What follows belongs to an exercise in optimizing a design on an open flow for small area, a short achievable clock period and few clock cycles per item; a production flow would make more cautious choices.
RTL that was checked went through simulation tests only; none was proved equivalent to the original.

==> trial 96 <==
Design instr_exec_seq, start of the top module:
module instr_exec_seq
#(
  parameter int DIV_EN = 1
) (
  input  logic         clk,
  input  logic         reset_n,
  input  logic         start,
  input  instr_register_pkg::address_t     start_addr,
  input  logic [5:0]   count,
  output instr_register_pkg::address_t     read_pointer,
  input  instr_register_pkg::instruction_t instruction_word,
  output logic         busy,
  output logic         done,
  output logic         res_valid,
  input  logic         res_ready,
  output instr_register_pkg::address_t     res_addr,
  output instr_register_pkg::opcode_t      res_opcode,
  output instr_register_pkg::result_t      res_value,
  output logic         res_err
);
==> flow/config.mk <==
export PLATFORM = sky130hd
export DESIGN_NAME = instr_exec_seq
export DESIGN_NICKNAME = instr_exec_seq
export VERILOG_FILES = /design/flow/design.v
export SDC_FILE = /design/flow/constraint.sdc
export NUM_CORES = 8
export LEC_CHECK = 0
export ABC_AREA = 1
export CAP_MARGIN = 20
export CORE_MARGIN = 2
export CORE_UTILIZATION = 50
export PLACE_DENSITY = 0.65
export SLEW_MARGIN = 20
==> flow/constraint.sdc <==
create_clock -name core_clock -period 240.0 [get_ports {clk}]
set_input_delay 48.0000 -clock core_clock [delete_from_list [all_inputs] [get_ports {clk}]]
set_output_delay 48.0000 -clock core_clock [all_outputs]
set_load 0.01 [all_outputs]
standard.sh (not shown) runs the stock make flow with config.mk's settings and CLKGATE_MAP_FILE= SYNTH_SCRIPT=/design/flow/synth_recipe.tcl, a recipe that flattens the netlist after the stock synthesis.
==> flow/flow/run.sh <==
#!/bin/bash
set -euo pipefail
bash standard.sh "BUFFER_PORTS_ARGS=-buffer_cell sky130_fd_sc_hd__buf_1" finish > flow_make.log 2>&1
==> inputs of build 87, as changes to trial 96 <==
--- a/flow/design.v
+++ b/flow/design.v
@@ -90,13 +90,13 @@
   assign s32 = t32;
   assign xo  = mul ? {t33, t32, t[31:2]} : {(co ? t[30:0] : x[30:0]), dbit};
 endmodule
 module instr_sel2 (
   input  logic         s,
-  input  logic [18:0]  a1,
-  input  logic [18:0]  a0,
-  output logic [18:0]  y
+  input  logic [24:0]  a1,
+  input  logic [24:0]  a0,
+  output logic [24:0]  y
 );
   assign y = s ? a1 : a0;
 endmodule
 module instr_sel4 (
   input  logic         s,
@@ -130,26 +130,26 @@
   output instr_register_pkg::opcode_t      res_opcode,
   output instr_register_pkg::result_t      res_value,
   output logic         res_err
 );
   localparam logic [3:0] LAST_DIV = 4'd9;    
-  localparam logic [3:0] LAST_MUL = 4'd5;    
+  localparam logic [3:0] LAST_MUL = 4'd4;    
   logic [2:0]  cap_opc;
-  logic [31:0] cap_a;       
-  logic        sa_q;        
+  logic [31:0] cap_a;
   logic [31:0] cap_b;
   logic        cap_ok;      
+  logic        adv;         
   logic [5:0]  to_issue;    
   logic        it;          
   logic        post;        
   logic [3:0]  cnt;
   logic [3:0]  ext;         
   logic        bprev;       
   logic [63:0] w;
   logic [4:0]  rp;
   logic        busy_q, rv, rv_c;
-  logic [1:0]  rv_g;        
+  logic [7:0]  rv_g;
   logic unused_res;
   assign unused_res = ^instruction_word.res;
   assign read_pointer = rp;
   assign res_value    = w;
   logic c_pa, c_pb, c_add, c_sub, c_mul, c_dm, c_isdiv, c_mod;
@@ -184,24 +184,28 @@
   logic quick;   
   assign quick = c_mul ? (az | bz) : (bz | a_lt_b);
   logic [31:0] pv;
   logic        pneg;
   assign pv   = c_isdiv ? w[35:4] : {1'b0, ext, w[63:37]};
-  assign pneg = c_isdiv ? (sa_q ^ sb) : sa_q;
+  assign pneg = c_isdiv ? (sa ^ sb) : sa;
   logic        xa, yb, ya, sci;
   logic [31:0] ss;
   logic        s32;
-  assign xa  = ~post & (c_pa | c_add | c_sub | (c_mul & ~quick) | (c_mod & ~bz & a_lt_b));
+  assign xa  = ~post & (c_pa | c_add | c_sub | (c_mod & ~bz & a_lt_b));
   assign yb  = ~post & (c_pb | c_add | c_sub);
   assign ya  = ~post & c_dm & ~quick;
   assign sci = post ? pneg : (c_sub | (ya & sa));
   logic        last;
   assign last = (cnt == (c_mul ? LAST_MUL : LAST_DIV));
   logic [2:0] m0, m1, m2;    
-  assign m0 = {w[1:0], bprev};
-  assign m1 = w[3:1];
-  assign m2 = w[5:3];
+  logic       mstart;
+  logic [6:0] mb7;
+  assign mstart = ~it & c_mul & ~quick;
+  assign mb7 = it ? {w[5:0], bprev} : {cap_a[5:0], 1'b0};
+  assign m0 = mb7[2:0];
+  assign m1 = mb7[4:2];
+  assign m2 = mb7[6:4];
   logic o0, o1, o2, t0, t1, t2, n0, n1, n2;
   assign o0 = ~c_mul | (m0[1] ^ m0[0]);
   assign o1 = ~c_mul | (m1[1] ^ m1[0]);
   assign o2 = ~c_mul | (m2[1] ^ m2[0]);
   assign t0 = c_mul & (m0[2] ^ m0[1]) & ~(m0[1] ^ m0[0]);
@@ -216,23 +220,23 @@
   assign x0 = {ext, w[63:36]};
   logic [31:0] sx0, syo;
   logic        one0, two0, neg0;
   assign sx0  = it ? x0 : (xa ? cap_a : 32'd0);
   assign syo  = it ? 32'd0 : ((ya ? cap_a : 32'd0) | (post ? pv : 32'd0));
-  assign one0 = it ? o0 : yb;
-  assign two0 = it & t0;
-  assign neg0 = it ? n0 : sci;
+  assign one0 = (it | mstart) ? o0 : yb;
+  assign two0 = (it | mstart) & t0;
+  assign neg0 = (it | mstart) ? n0 : sci;
   instr_step u_st0 (.mul(c_mul), .x(sx0), .b(cap_b), .one(one0), .two(two0), .yo(syo), .yos(~it & ya & sa),
                     .neg(neg0), .dbit(it ? w[35] : ss[31]), .xo(x1), .pb(p0), .q(q0), .s(ss), .s32(s32));
   instr_step u_st1 (.mul(c_mul), .x(x1), .b(cap_b), .one(o1), .two(t1), .yo(32'd0), .yos(1'b0),
                     .neg(n1), .dbit(it ? w[34] : ss[30]), .xo(x2), .pb(p1), .q(q1), .s(), .s32());
   instr_step #(.FAST(8)) u_st2 (.mul(c_mul), .x(x2), .b(cap_b), .one(o2), .two(t2), .yo(32'd0), .yos(1'b0),
                     .neg(n2), .dbit(it ? w[33] : ss[29]), .xo(x3), .pb(p2), .q(q2), .s(), .s32());
   logic [30:0] rem;
   logic        fast;
   assign rem  = {ext, w[63:37]};
-  assign fast = it & c_dm & (cnt <= 4'd6) & (&(~w[36:28] | tb[9:1])) & (&(~rem | {9'd0, tb[31:10]}));
+  assign fast = it & c_dm & (cnt <= 4'd6) & tb[9] & (&(~rem | {9'd0, tb[31:10]}));
   logic [67:0] chain;
   assign chain = c_mul ? {x3, p2, p1, p0, w[35:6]}
                        : {x3, w[32:4], q0, q1, q2, w[3:0]};
   logic pending, issue_s, issue_i, issue, finish, consumed;
   logic c_iter;
@@ -241,31 +245,61 @@
   assign issue_s  = pending & ~c_iter;
   assign issue_i  = pending &  c_iter;
   assign issue    = issue_s | issue_i;
   assign finish   = (it & last & c_mul) | post;
   assign consumed = issue_s | finish;
+  logic penult;
+  assign penult = c_mul ? (it & (cnt == LAST_MUL - 4'd1)) : (it & last);
   logic [4:0] rp_inc, rp_dec;
-  logic       cap_ld;
   assign rp_inc = rp + 5'd1;
   assign rp_dec = rp - 5'd1;
-  assign cap_ld = ~cap_ok | issue_s | finish;
+  logic [4:0] rp_n   [2][2];    
+  logic       adv_n  [2][2];
+  logic       ok_n   [2];
+  always_comb begin
+    for (int r = 0; r < 2; r++) begin
+      logic st, fsel, akeep;
+      logic [4:0] rkeep;
+      st = rv & (r == 0);
+      if (st) begin
+        fsel  = ~cap_ok;
+        rkeep = adv ? rp_dec : rp;
+        akeep = adv;
+        ok_n[r] = ~cap_ok | ~adv;
+      end else begin
+        fsel  = ~cap_ok | (consumed & adv);
+        rkeep = consumed ? rp_inc : adv ? rp_dec : penult ? rp_inc : rp;
+        akeep = (~consumed & ~adv & penult) | adv;
+        ok_n[r] = ~cap_ok | ~(consumed ^ adv);
+      end
+      rp_n[r][1]  = fsel ? rp     : rkeep;
+      rp_n[r][0]  = fsel ? rp_inc : rkeep;
+      adv_n[r][1] = fsel ? 1'b0   : akeep;
+      adv_n[r][0] = fsel ? 1'b1   : akeep;
+    end
+  end
   logic lastbeat;
   assign lastbeat = rv & (to_issue == 6'd0);   
-  localparam int NL = 19;
+  localparam int NL = 25;
   logic [NL-1:0] late1, late0, late;
   logic          n_ok, n_it, n_rv, n_busy, n_done, n_rvo, n_busyo, n_rvc, go;
-  logic [1:0]    n_rvg, wde;
+  logic [7:0]    n_rvg, wde;
   logic          newres;
   assign newres = issue_s | finish;
-  assign late1 = {1'b1, issue_i | (it & ~last), newres, ~lastbeat, lastbeat,
-                  newres, ~(res_valid & (to_issue == 6'd0)), {2{newres}}, newres,
-                  2'b11, issue};
-  assign late0 = {~(issue & rv), (issue_i & ~rv) | (it & ~last), rv | newres, 1'b1, 1'b0,
-                  res_valid | newres, 1'b1, rv_g | {2{newres}}, rv_c | newres,
+  assign late1 = {ok_n[1], issue_i | (it & ~last), newres, ~lastbeat, lastbeat,
+                  newres, ~(res_valid & (to_issue == 6'd0)), {8{newres}}, newres,
+                  8'hff, issue};
+  assign late0 = {ok_n[0], (issue_i & ~rv) | (it & ~last), rv | newres, 1'b1, 1'b0,
+                  res_valid | newres, 1'b1, rv_g | {8{newres}}, rv_c | newres,
                   ~rv_g, issue & ~rv_c};
   instr_sel2 u_late (.s(res_ready), .a1(late1), .a0(late0), .y(late));
   assign {n_ok, n_it, n_rv, n_busy, n_done, n_rvo, n_busyo, n_rvg, n_rvc, wde, go} = late;
+  logic [5:0] fetch_n;
+  instr_sel4 u_fetch (.s(res_ready), .opc(instruction_word.opc),
+                               .a11({rp_n[1][1], adv_n[1][1]}), .a10({rp_n[1][0], adv_n[1][0]}),
+                               .a01({rp_n[0][1], adv_n[0][1]}), .a00({rp_n[0][0], adv_n[0][0]}),
+                               .y(fetch_n));
   always_ff @(posedge clk or negedge reset_n) begin
     if (!reset_n) begin
       busy_q    <= 1'b0;
       done      <= 1'b0;
       rv        <= 1'b0;
@@ -289,64 +323,60 @@
         done      <= n_done;
       end
     end
   end
   always_ff @(posedge clk) begin
-    cap_a <= instruction_word.op_a;
-    if (cap_ld) begin
-      cap_opc <= instruction_word.opc;
-      cap_b   <= instruction_word.op_b;
-    end
+    cap_opc <= instruction_word.opc;
+    cap_a   <= instruction_word.op_a;
+    cap_b   <= instruction_word.op_b;
     if (!busy_q) begin
       rp       <= start_addr;
       to_issue <= count;
     end else begin
-      if (!n_ok)       rp <= rp_dec;    
-      else if (cap_ld) rp <= rp_inc;
+      {rp, adv} <= fetch_n;
       if (go) to_issue <= to_issue - 6'd1;
     end
     if (go) begin
-      sa_q       <= sa;
-      res_addr   <= rp_dec;
+      res_addr   <= adv ? rp_dec : rp;
       res_opcode <= instr_register_pkg::opcode_t'(cap_opc);
       res_err    <= c_dm & bz;
     end
     if (issue_i && go) cnt <= 4'd0;
     else if (it)       cnt <= cnt + (fast ? 4'd3 : 4'd1);
   end
   logic [67:0] w_nx;
   logic        bprev_nx;
   always_comb begin
-    bprev_nx = it & w[5];
+    bprev_nx = it ? w[5] : cap_a[5];
     if (fast)                 w_nx = {rem[21:0], w[36:28], w[27:4], 9'd0, w[3:0]};
     else if (it)              w_nx = chain;
     else if (issue_i && c_dm) w_nx = {x3, ss[28:0], 1'b0, q1, q2, 4'd0};
-    else if (issue_i)         w_nx = {4'd0, 28'd0, {4{s32}}, ss};    
+    else if (issue_i)         w_nx = {x3, p2, p1, p0, {4{cap_a[31]}}, cap_a[31:6]};
     else                      w_nx = {4'd0, {32{s32}}, ss};
   end
   genvar gb;
   generate
     for (gb = 0; gb < 8; gb = gb + 1) begin : g_wb
       always_ff @(posedge clk) begin
-        if (wde[gb/4]) w[8*gb+7:8*gb] <= w_nx[8*gb+7:8*gb];
+        if (wde[gb]) w[8*gb+7:8*gb] <= w_nx[8*gb+7:8*gb];
       end
     end
   endgenerate
   always_ff @(posedge clk) begin
-    if (wde[1]) ext   <= w_nx[67:64];
+    if (wde[7]) ext   <= w_nx[67:64];
     if (wde[0]) bprev <= bprev_nx;
   end
   always_ff @(posedge clk or negedge reset_n) begin
     if (!reset_n) begin
       busy      <= 1'b0;
       res_valid <= 1'b0;
-      rv_g      <= 2'd0;
+      rv_g      <= 8'd0;
       rv_c      <= 1'b0;
     end else if (!busy_q) begin
       busy      <= start & ~done & (count != 6'd0);
       res_valid <= 1'b0;
-      rv_g      <= 2'd0;
+      rv_g      <= 8'd0;
       rv_c      <= 1'b0;
     end else begin
       busy      <= n_busyo;
       res_valid <= n_rvo;
       rv_g      <= n_rvg;
==> flow/config.mk (replaced) <==
export PLATFORM = sky130hd
export DESIGN_NAME = instr_exec_seq
export DESIGN_NICKNAME = instr_exec_seq
export VERILOG_FILES = /design/flow/design.v
export SDC_FILE = /design/flow/constraint.sdc
export NUM_CORES = 8
export LEC_CHECK = 0
export CAP_MARGIN = 20
export CORE_MARGIN = 2
export CORE_UTILIZATION = 50
export CTS_BUF_LIST = sky130_fd_sc_hd__clkbuf_4 sky130_fd_sc_hd__clkbuf_8
export PLACE_DENSITY = 0.65
export SLEW_MARGIN = 20
==> inputs of trial 54, as changes to trial 96 <==
--- a/flow/design.v
+++ b/flow/design.v
@@ -130,11 +130,11 @@
   output instr_register_pkg::opcode_t      res_opcode,
   output instr_register_pkg::result_t      res_value,
   output logic         res_err
 );
   localparam logic [3:0] LAST_DIV = 4'd9;    
-  localparam logic [3:0] LAST_MUL = 4'd5;    
+  localparam logic [3:0] LAST_MUL = 4'd4;    
   logic [2:0]  cap_opc;
   logic [31:0] cap_a;       
   logic        sa_q;        
   logic [31:0] cap_b;
   logic        cap_ok;      
@@ -188,20 +188,24 @@
   assign pv   = c_isdiv ? w[35:4] : {1'b0, ext, w[63:37]};
   assign pneg = c_isdiv ? (sa_q ^ sb) : sa_q;
   logic        xa, yb, ya, sci;
   logic [31:0] ss;
   logic        s32;
-  assign xa  = ~post & (c_pa | c_add | c_sub | (c_mul & ~quick) | (c_mod & ~bz & a_lt_b));
+  assign xa  = ~post & (c_pa | c_add | c_sub | (c_mod & ~bz & a_lt_b));
   assign yb  = ~post & (c_pb | c_add | c_sub);
   assign ya  = ~post & c_dm & ~quick;
   assign sci = post ? pneg : (c_sub | (ya & sa));
   logic        last;
   assign last = (cnt == (c_mul ? LAST_MUL : LAST_DIV));
   logic [2:0] m0, m1, m2;    
-  assign m0 = {w[1:0], bprev};
-  assign m1 = w[3:1];
-  assign m2 = w[5:3];
+  logic       mstart;
+  logic [6:0] mb7;
+  assign mstart = ~it & c_mul & ~quick;
+  assign mb7 = it ? {w[5:0], bprev} : {cap_a[5:0], 1'b0};
+  assign m0 = mb7[2:0];
+  assign m1 = mb7[4:2];
+  assign m2 = mb7[6:4];
   logic o0, o1, o2, t0, t1, t2, n0, n1, n2;
   assign o0 = ~c_mul | (m0[1] ^ m0[0]);
   assign o1 = ~c_mul | (m1[1] ^ m1[0]);
   assign o2 = ~c_mul | (m2[1] ^ m2[0]);
   assign t0 = c_mul & (m0[2] ^ m0[1]) & ~(m0[1] ^ m0[0]);
@@ -216,13 +220,13 @@
   assign x0 = {ext, w[63:36]};
   logic [31:0] sx0, syo;
   logic        one0, two0, neg0;
   assign sx0  = it ? x0 : (xa ? cap_a : 32'd0);
   assign syo  = it ? 32'd0 : ((ya ? cap_a : 32'd0) | (post ? pv : 32'd0));
-  assign one0 = it ? o0 : yb;
-  assign two0 = it & t0;
-  assign neg0 = it ? n0 : sci;
+  assign one0 = (it | mstart) ? o0 : yb;
+  assign two0 = (it | mstart) & t0;
+  assign neg0 = (it | mstart) ? n0 : sci;
   instr_step u_st0 (.mul(c_mul), .x(sx0), .b(cap_b), .one(one0), .two(two0), .yo(syo), .yos(~it & ya & sa),
                     .neg(neg0), .dbit(it ? w[35] : ss[31]), .xo(x1), .pb(p0), .q(q0), .s(ss), .s32(s32));
   instr_step u_st1 (.mul(c_mul), .x(x1), .b(cap_b), .one(o1), .two(t1), .yo(32'd0), .yos(1'b0),
                     .neg(n1), .dbit(it ? w[34] : ss[30]), .xo(x2), .pb(p1), .q(q1), .s(), .s32());
   instr_step #(.FAST(8)) u_st2 (.mul(c_mul), .x(x2), .b(cap_b), .one(o2), .two(t2), .yo(32'd0), .yos(1'b0),
@@ -314,15 +318,15 @@
     else if (it)       cnt <= cnt + (fast ? 4'd3 : 4'd1);
   end
   logic [67:0] w_nx;
   logic        bprev_nx;
   always_comb begin
-    bprev_nx = it & w[5];
+    bprev_nx = it ? w[5] : cap_a[5];
     if (fast)                 w_nx = {rem[21:0], w[36:28], w[27:4], 9'd0, w[3:0]};
     else if (it)              w_nx = chain;
     else if (issue_i && c_dm) w_nx = {x3, ss[28:0], 1'b0, q1, q2, 4'd0};
-    else if (issue_i)         w_nx = {4'd0, 28'd0, {4{s32}}, ss};    
+    else if (issue_i)         w_nx = {x3, p2, p1, p0, {4{cap_a[31]}}, cap_a[31:6]};
     else                      w_nx = {4'd0, {32{s32}}, ss};
   end
   genvar gb;
   generate
     for (gb = 0; gb < 8; gb = gb + 1) begin : g_wb
--- a/flow/config.mk
+++ b/flow/config.mk
@@ -7,7 +7,7 @@
 export LEC_CHECK = 0
 export ABC_AREA = 1
 export CAP_MARGIN = 20
 export CORE_MARGIN = 2
 export CORE_UTILIZATION = 50
-export PLACE_DENSITY = 0.65
+export PLACE_DENSITY = 0.55
 export SLEW_MARGIN = 20
==> flow_metrics.py <==
metrics = {
    "run_status": {
        "result_of_the_run": "no timing/DRC/antenna violations",
    },
    "synthesis": {
        "syn_inst": 2044,
        "synthesis.nets": 2296,
    },
    "setup_path": {
        "setup_crit_start_kind": "register",
        "worst_setup_path_end_kind": "register",
        "path_delay_family": "adder cells",
    },
}
Source of the figures above: trial 96

==> flow_metrics.py <==
metrics = {
    "clocking": {
        "clock_tree.htree_level_count": 4,
    },
    "die": {
        "effective_utilization_at_floorplan_pct": 51.0,
    },
    "cells_and_area": {
        "utilization_pct": 54.3,
        "multi_input_logic_portion_of_the_cell_area_pct": 63.8,
    },
    "timing": {
        "max_clock_freq_mhz": 20.2,
    },
    "setup_path": {
        "timing.critical_path.buf_inv": 1,
        "worst_setup_path_end_kind": "register",
        "setup_crit_start_kind": "primary input",
    },
    "run_status": {
        "result_of_the_run": "no timing/DRC/antenna violations",
    },
    "synthesis": {
        "syn_inst": 2019,
        "synthesis.nets": 2273,
    },
}
Source of the figures above: build 87

==> flow_metrics.py <==
metrics = {
    "synthesis": {
        "synth_seq_area_share_pct": 28.8,
        "synthesis.nets": 2414,
    },
    "setup_path": {
        "setup_crit_start_kind": "register",
        "path_delay_family": "flip-flops",
    },
    "run_status": {
        "result_of_the_run": "no timing/DRC/antenna violations",
    },
    "clocking": {
        "cts_tree": "built",
    },
    "hold_path": {
        "hold_class": "register to register",
    },
}
Source of the figures above: trial 54

Testbench counts of build 87, summed over its fixed seeds: cycles 19,239, items 6,353.
Testbench counts of trial 54, summed over its fixed seeds: cycles 17,563, items 6,353.
For trial 96, only the layout was checked, not whether the RTL still works.

-- static timing again, ports no longer ideal --
No port has a modelled driver above. Below, the same layouts with a new extraction and two added sets of constraints. Step 1 sets driving cells, clkbuf_16 on the clock port and buf_2 on the other inputs (assumed; they add their load-dependent delay and slew). Step 2 moves the port delays by t, midway between the first and last clock arrival at a register: inputs arrive t later, outputs are due t later. That takes back most of the time a late clock gives input paths. Slacks: ideal / step 1 / step 2; pairs: ideal / step 1.
run | shift t [ns] | setup slack, ns | hold WS [ns] | worst setup path after step 2
trial 96 | 0.508 | 190.056 / 190.056 / 189.971 | 0.499 / 0.499 / 0.499 | input to register
build 87 | 0.558 | 190.443 / 190.409 / 189.920 | 0.492 / 0.492 / 0.492 | input to register
trial 54 | 0.526 | 190.473 / 190.414 / 190.428 | 0.523 / 0.523 / 0.523 | input to register
After both steps every run listed still meets setup and hold. The setup slack of build 87, which loses most, moves by -0.034 ns with the drivers and by -0.523 ns with both steps.
